From an optimization exercise on the open Yosys and OpenROAD flow, aimed at small area and few clock cycles per item; shortcuts taken in it are not production practice.
In this exercise RTL edits were held to simulation tests only and were not proved equivalent to the original.
Power figures rest on the tool's default switching activity, not on a simulated workload.

==> inputs of ember <==
## calibrated_proximity_trigger_unit
module calibrated_proximity_trigger_unit #(
	parameter  int DISTANCE_BITS = 15,
	localparam int IN_TDATA_W    = ((2 * DISTANCE_BITS + 7) / 8) * 8
) (
	input  logic                              clk,
	input  logic                              arst_n,
	input  logic                              s_tvalid,
	output logic                              s_tready,
	input  logic [IN_TDATA_W-1:0]             s_tdata,   
	input  logic [1:0]                        s_tuser,   
	output logic                              m_tvalid,
	input  logic                              m_tready,
	output logic [cpt_pkg::OUT_TDATA_W-1:0]   m_tdata,   
	input  logic                              cfg_valid,
	output logic                              cfg_ready,
	input  logic [cpt_pkg::CFG_INDEX_W-1:0]   cfg_index,
	input  logic [cpt_pkg::CFG_DATA_W-1:0]    cfg_data
);
Settings: LEC_CHECK=0, CAP_MARGIN=20, CORE_MARGIN=2, CORE_UTILIZATION=40, CTS_BUF_LIST=sky130_fd_sc_hd__clkbuf_8, CTS_CLUSTER_DIAMETER=60, CTS_CLUSTER_SIZE=14, SLEW_MARGIN=20; clock period 10.0 ns.
run.sh (not shown) runs the stock make flow with config.mk's settings and CLKGATE_MAP_FILE= SYNTH_SCRIPT=/design/flow/synth_recipe.tcl, a recipe that flattens the netlist after the stock synthesis.
==> lagoon: changes against ember <==
--- a/flow/design.v
+++ b/flow/design.v
@@ -45,88 +45,35 @@
 module cpt_threshold #(
 	parameter int DIST_W = 15
 ) (
 	input  logic [DIST_W-1:0]          acc,       
 	input  logic                       bad,       
 	input  logic [DIST_W-1:0]          low,
 	input  logic [DIST_W-1:0]          spread,    
+	input  logic                       first,     
 	input  logic                       mul,       
 	input  logic                       gbit,      
 	input  logic                       sub_low,   
 	input  logic [cpt_pkg::GAIN_W-1:0] offset,
 	output logic [DIST_W-1:0]          acc_d,
 	output logic                       bad_d
 );
 	logic [DIST_W-1:0] offset_w;
 	logic [DIST_W-1:0] x, y;
 	logic [DIST_W:0]   sum;
 	logic              cin;
 	assign offset_w = DIST_W'(offset);
-	assign x   = mul ? {acc[DIST_W-2:0], 1'b0} : (sub_low ? low : acc);
+	assign x   = mul ? (first ? '0 : {acc[DIST_W-2:0], 1'b0}) : (sub_low ? low : acc);
 	assign y   = mul ? (gbit ? spread : '0) : (sub_low ? ~acc : ~offset_w);
 	assign cin = !mul;
-	cpt_add #(
-		.W (DIST_W)
-	) u_add (
-		.a    (x),
-		.b    (y),
-		.cin  (cin),
-		.sum  (sum[DIST_W-1:0]),
-		.cout (sum[DIST_W])
-	);
+	assign sum = {1'b0, x} + {1'b0, y} + {{DIST_W{1'b0}}, cin};
 	assign acc_d = sum[DIST_W-1:0];
-	assign bad_d = mul ? (bad || acc[DIST_W-1] || sum[DIST_W])
+	assign bad_d = mul ? ((!first && (bad || acc[DIST_W-1])) || sum[DIST_W])
 	                   : (bad || !sum[DIST_W]);
 endmodule
-module cpt_lt #(
-	parameter int W = 15
-) (
-	input  logic [W-1:0] a,
-	input  logic [W-1:0] b,
-	output logic         lt
-);
-	logic [W:0] c;
-	assign c[0] = 1'b0;
-	for (genvar i = 0; i < W; i++) begin : g_bit
-		assign c[i+1] = (a[i] ^ b[i]) ? b[i] : c[i];
-	end
-	assign lt = c[W];
-endmodule
-module cpt_add #(
-	parameter int W = 15
-) (
-	input  logic [W-1:0] a,
-	input  logic [W-1:0] b,
-	input  logic         cin,
-	output logic [W-1:0] sum,
-	output logic         cout
-);
-	logic [W:0] c;
-	assign c[0] = cin;
-	for (genvar i = 0; i < W; i++) begin : g_bit
-		assign sum[i]  = a[i] ^ b[i] ^ c[i];
-		assign c[i+1]  = (a[i] & b[i]) | (c[i] & (a[i] ^ b[i]));
-	end
-	assign cout = c[W];
-endmodule
-module cpt_inc #(
-	parameter int W = 16
-) (
-	input  logic [W-1:0] a,
-	output logic [W-1:0] sum,
-	output logic         cout
-);
-	logic [W:0] c;
-	assign c[0] = 1'b1;
-	for (genvar i = 0; i < W; i++) begin : g_bit
-		assign sum[i] = a[i] ^ c[i];
-		assign c[i+1] = a[i] & c[i];
-	end
-	assign cout = c[W];
-endmodule
 module calibrated_proximity_trigger_unit #(
 	parameter  int DISTANCE_BITS = 15,
 	localparam int IN_TDATA_W    = ((2 * DISTANCE_BITS + 7) / 8) * 8
 ) (
 	input  logic                              clk,
 	input  logic                              arst_n,
 	input  logic                              s_tvalid,
@@ -167,88 +114,73 @@
 	logic [DW-1:0]                 low_a_d, high_a_d, low_b_d, high_b_d;
 	logic [cpt_pkg::SINCE_W-1:0]   since_d;
 	logic [cpt_pkg::TOTAL_W-1:0]   counter_d;
 	logic                          flash_d;
 	logic                          done_d;
 	logic [DW-1:0] dist_a, dist_b;
 	logic [DW-1:0] spread_a, spread_b;
-	logic [DW-1:0] thr_acc, thr_low, thr_spread, thr_acc_d;
-	logic          thr_bad, thr_bad_d;
-	logic          side_q;        
+	logic [DW-1:0] limit_a_d, limit_b_d;
+	logic          bad_a_d, bad_b_d;
 	logic          lt_a, gt_a, lt_b, gt_b;
 	logic          window_end;    
 	logic          thr_wait;      
 	logic          take;          
 	logic          restart;       
 	logic          run;           
 	logic          gbit;
-	logic          keepalive_due;
-	logic          above_a, above_b;             
-	logic          elapsed_lt, holdoff_lt, keepalive_lt, since_max;
-	logic [cpt_pkg::TOTAL_W-1:0]  counter_inc;
-	logic [cpt_pkg::SINCE_W-1:0]  since_inc;
-	logic [cpt_pkg::WINDOW_W-1:0] elapsed_inc;
-	logic          clear;         
-	logic [3:0]    lead;          
-	logic [3:0]    start;
 	assign dist_a    = s_tdata[DW-1:0];
 	assign dist_b    = s_tdata[2*DW-1:DW];
-	cpt_add #(.W (DW)) u_spread_a (.a (high_a_q), .b (~low_a_q), .cin (1'b1), .sum (spread_a), .cout ());
-	cpt_add #(.W (DW)) u_spread_b (.a (high_b_q), .b (~low_b_q), .cin (1'b1), .sum (spread_b), .cout ());
-	assign window_end = in_window_q && seen_q && !elapsed_lt;
-	assign thr_wait   = !(side_q && step_q == STEP_DONE);
+	assign spread_a  = high_a_q - low_a_q;
+	assign spread_b  = high_b_q - low_b_q;
+	assign window_end = in_window_q && seen_q && elapsed_q >= window_ms_q;
+	assign thr_wait   = step_q != STEP_DONE;
 	assign s_tready   = (!out_valid_q || m_tready)
 	                    && !(s_tuser == cpt_pkg::KIND_TICK && window_end && thr_wait);
 	assign take       = s_tvalid && s_tready;
 	assign cfg_ready  = 1'b1;
 	assign m_tvalid   = out_valid_q;
 	assign m_tdata    = {{PAD_W{1'b0}}, spread_b, spread_a, done_q, in_window_q, counter_q, flash_q};
-	cpt_lt #(.W (DW)) u_lt_a (.a (dist_a), .b (low_a_q), .lt (lt_a));
-	cpt_lt #(.W (DW)) u_gt_a (.a (high_a_q), .b (dist_a), .lt (gt_a));
-	cpt_lt #(.W (DW)) u_lt_b (.a (dist_b), .b (low_b_q), .lt (lt_b));
-	cpt_lt #(.W (DW)) u_gt_b (.a (high_b_q), .b (dist_b), .lt (gt_b));
-	cpt_lt #(.W (DW)) u_above_a (.a (limit_a_q), .b (dist_a), .lt (above_a));
-	cpt_lt #(.W (DW)) u_above_b (.a (limit_b_q), .b (dist_b), .lt (above_b));
-	cpt_lt #(.W (cpt_pkg::WINDOW_W)) u_elapsed_lt (.a (elapsed_q), .b (window_ms_q), .lt (elapsed_lt));
-	cpt_lt #(.W (cpt_pkg::SINCE_W)) u_holdoff_lt (.a (since_q), .b (cpt_pkg::SINCE_W'(holdoff_ms_q)), .lt (holdoff_lt));
-	cpt_lt #(.W (cpt_pkg::SINCE_W)) u_keepalive_lt (.a (since_q), .b (keepalive_ms_q), .lt (keepalive_lt));
-	cpt_inc #(.W (cpt_pkg::TOTAL_W)) u_counter_inc (.a (counter_q), .sum (counter_inc), .cout ());
-	cpt_inc #(.W (cpt_pkg::SINCE_W)) u_since_inc (.a (since_q), .sum (since_inc), .cout (since_max));
-	cpt_inc #(.W (cpt_pkg::WINDOW_W)) u_elapsed_inc (.a (elapsed_q), .sum (elapsed_inc), .cout ());
+	assign lt_a = dist_a < low_a_q;
+	assign gt_a = dist_a > high_a_q;
+	assign lt_b = dist_b < low_b_q;
+	assign gt_b = dist_b > high_b_q;
 	assign restart = cfg_valid
 	                 || (take && s_tuser == cpt_pkg::KIND_SAMPLE && in_window_q
 	                     && (!seen_q || lt_a || gt_a || lt_b || gt_b));
 	assign run     = in_window_q && thr_wait;
-	assign clear   = restart && in_window_q;
-	always_comb begin
-		lead = 4'd8;
-		for (int i = 0; i < 8; i++) begin
-			if (spread_gain_q[i]) lead = 4'(7 - i);
-		end
-	end
-	assign start = cfg_valid ? 4'd0 : lead;
 	assign gbit    = spread_gain_q[3'd7 - step_q[2:0]];
-	assign keepalive_due = !keepalive_lt && !(since_max && keepalive_ms_q == cpt_pkg::SINCE_MAX);
-	assign thr_acc    = side_q ? limit_b_q : limit_a_q;
-	assign thr_bad    = side_q ? bad_b_q   : bad_a_q;
-	assign thr_low    = side_q ? low_b_q   : low_a_q;
-	assign thr_spread = side_q ? spread_b  : spread_a;
 	cpt_threshold #(
 		.DIST_W (DW)
-	) u_thr (
-		.acc     (thr_acc),
-		.bad     (thr_bad),
-		.low     (thr_low),
-		.spread  (thr_spread),
+	) u_thr_a (
+		.acc     (limit_a_q),
+		.bad     (bad_a_q),
+		.low     (low_a_q),
+		.spread  (spread_a),
+		.first   (step_q == 4'd0),
+		.mul     (!step_q[3]),
+		.gbit    (gbit),
+		.sub_low (step_q == 4'd8),
+		.offset  (spread_offset_q),
+		.acc_d   (limit_a_d),
+		.bad_d   (bad_a_d)
+	);
+	cpt_threshold #(
+		.DIST_W (DW)
+	) u_thr_b (
+		.acc     (limit_b_q),
+		.bad     (bad_b_q),
+		.low     (low_b_q),
+		.spread  (spread_b),
+		.first   (step_q == 4'd0),
 		.mul     (!step_q[3]),
 		.gbit    (gbit),
 		.sub_low (step_q == 4'd8),
 		.offset  (spread_offset_q),
-		.acc_d   (thr_acc_d),
-		.bad_d   (thr_bad_d)
+		.acc_d   (limit_b_d),
+		.bad_d   (bad_b_d)
 	);
 	always_ff @(posedge clk or negedge arst_n) begin
 		if (!arst_n) begin
 			window_ms_q     <= cpt_pkg::WINDOW_MS_RST;
 			spread_gain_q   <= cpt_pkg::SPREAD_GAIN_RST;
 			spread_offset_q <= cpt_pkg::SPREAD_OFFSET_RST;
 			enabled_q       <= cpt_pkg::ENABLED_RST;
@@ -290,42 +222,42 @@
 					end else begin
 						if (lt_a) low_a_d  = dist_a;
 						if (gt_a) high_a_d = dist_a;
 						if (lt_b) low_b_d  = dist_b;
 						if (gt_b) high_b_d = dist_b;
 					end
 				end else if (enabled_q
-				             && (!above_a || !above_b)
-				             && !holdoff_lt) begin
+				             && (dist_a <= limit_a_q || dist_b <= limit_b_q)
+				             && since_q >= cpt_pkg::SINCE_W'(holdoff_ms_q)) begin
 					flash_d   = 1'b1;
 					since_d   = '0;
-					counter_d = counter_inc;
+					counter_d = counter_q + 32'd1;
 				end
 			end
 			cpt_pkg::KIND_TICK: begin
-				if (!since_max) since_d = since_inc;
+				if (since_q != cpt_pkg::SINCE_MAX) since_d = since_q + 22'd1;
 				if (in_window_q) begin
-					if (!elapsed_lt) begin
+					if (elapsed_q >= window_ms_q) begin
 						if (!seen_q) begin
 							elapsed_d = '0;
 						end else if (bad_a_q || bad_b_q) begin
 							seen_d    = 1'b0;
 							elapsed_d = '0;
 						end else begin
 							in_window_d = 1'b0;
 							done_d      = 1'b1;
 						end
 					end else begin
-						elapsed_d = elapsed_inc;
+						elapsed_d = elapsed_q + 16'd1;
 					end
 				end
-				if (!in_window_d && keepalive_due) begin
+				if (!in_window_d && since_d > keepalive_ms_q) begin
 					flash_d   = 1'b1;
 					since_d   = '0;
-					counter_d = counter_inc;
+					counter_d = counter_q + 32'd1;
 				end
 			end
 			cpt_pkg::KIND_CALIBRATE: begin
 				in_window_d = 1'b1;
 				seen_d      = 1'b0;
 				elapsed_d   = '0;
 			end
@@ -364,36 +296,27 @@
 			out_valid_q <= 1'b0;
 		end else if (take) begin
 			out_valid_q <= 1'b1;
 		end else if (m_tready) begin
 			out_valid_q <= 1'b0;
 		end
 	end
-	always_ff @(posedge clk) begin
-		if (restart) begin
-			step_q <= start;
-			side_q <= 1'b0;
-			if (in_window_q) begin
-				bad_a_q <= 1'b0;
-				bad_b_q <= 1'b0;
-			end
+	always_ff @(posedge clk or negedge arst_n) begin
+		if (!arst_n) begin
+			step_q  <= '0;
+			bad_a_q <= 1'b0;
+			bad_b_q <= 1'b0;
+		end else if (restart) begin
+			step_q  <= '0;
 		end else if (run) begin
-			if (!side_q && step_q == STEP_DONE - 4'd1) begin
-				step_q <= lead;
-				side_q <= 1'b1;
-			end else begin
-				step_q <= step_q + 4'd1;
-			end
-			if (side_q) bad_b_q <= thr_bad_d;
-			else        bad_a_q <= thr_bad_d;
+			step_q  <= step_q + 4'd1;
+			bad_a_q <= bad_a_d;
+			bad_b_q <= bad_b_d;
 		end
 	end
 	always_ff @(posedge clk) begin
-		if (clear) begin
-			limit_a_q <= '0;
-			limit_b_q <= '0;
-		end else if (run) begin
-			if (side_q) limit_b_q <= thr_acc_d;
-			else        limit_a_q <= thr_acc_d;
+		if (run) begin
+			limit_a_q <= limit_a_d;
+			limit_b_q <= limit_b_d;
 		end
 	end
 endmodule
- CTS_BUF_LIST: sky130_fd_sc_hd__clkbuf_8 -> sky130_fd_sc_hd__clkbuf_4
- CTS_CLUSTER_DIAMETER: 60 -> unset
- CTS_CLUSTER_SIZE: 14 -> unset
==> comparison <==
- Of lagoon and ember, lagoon has the higher wire length (gap 20%, measured against ember).
- In ember the non-clock buffer count is higher than in lagoon, by 4.
- Against lagoon, the count of clock-buffer cells in the layout of ember is lower by 78.
- Combinational power: lagoon is higher than ember (about 30%).
- In ember the global-route usage is lower than in lagoon, by 1.0 points.
- In lagoon the sequential share of layout area is lower than in ember, by 4.1 points.
Testbench counts of ember, summed over its fixed seeds: cycles 32,133, items 32,000.
Testbench counts of lagoon, summed over its fixed seeds: cycles 32,209, items 32,000.

## what the ideal ports hide
In the flow no input, the clock included, has a driving cell. The finished layouts below were timed again as built, in two steps. Step 1, drivers: a clkbuf_16 drives clk and a buf_2 each remaining input, both assumed. Step 2 moves the port delays by t, midway between the first and last clock arrival at a register: inputs arrive t later, outputs are due t later. That takes back most of the time a late clock gives input paths. Three values: ideal ports, drivers, drivers and shift; two values: the first two.
| run | t, ns | setup slack, ns | hold WS [ns] | worst setup path after step 2 | clock arrival spread, ns |
|---|---|---|---|---|---|
| ember | 0.655 | 0.742 / 0.692 / 1.347 | 0.470 / 0.470 / 0.470 | register to output | 0.025 / 0.025 |
| lagoon | 0.821 | 3.544 / 3.498 / 3.703 | 0.484 / 0.484 / 0.484 | input to register | 0.072 / 0.073 |
After both steps setup and hold are still met in every run listed.
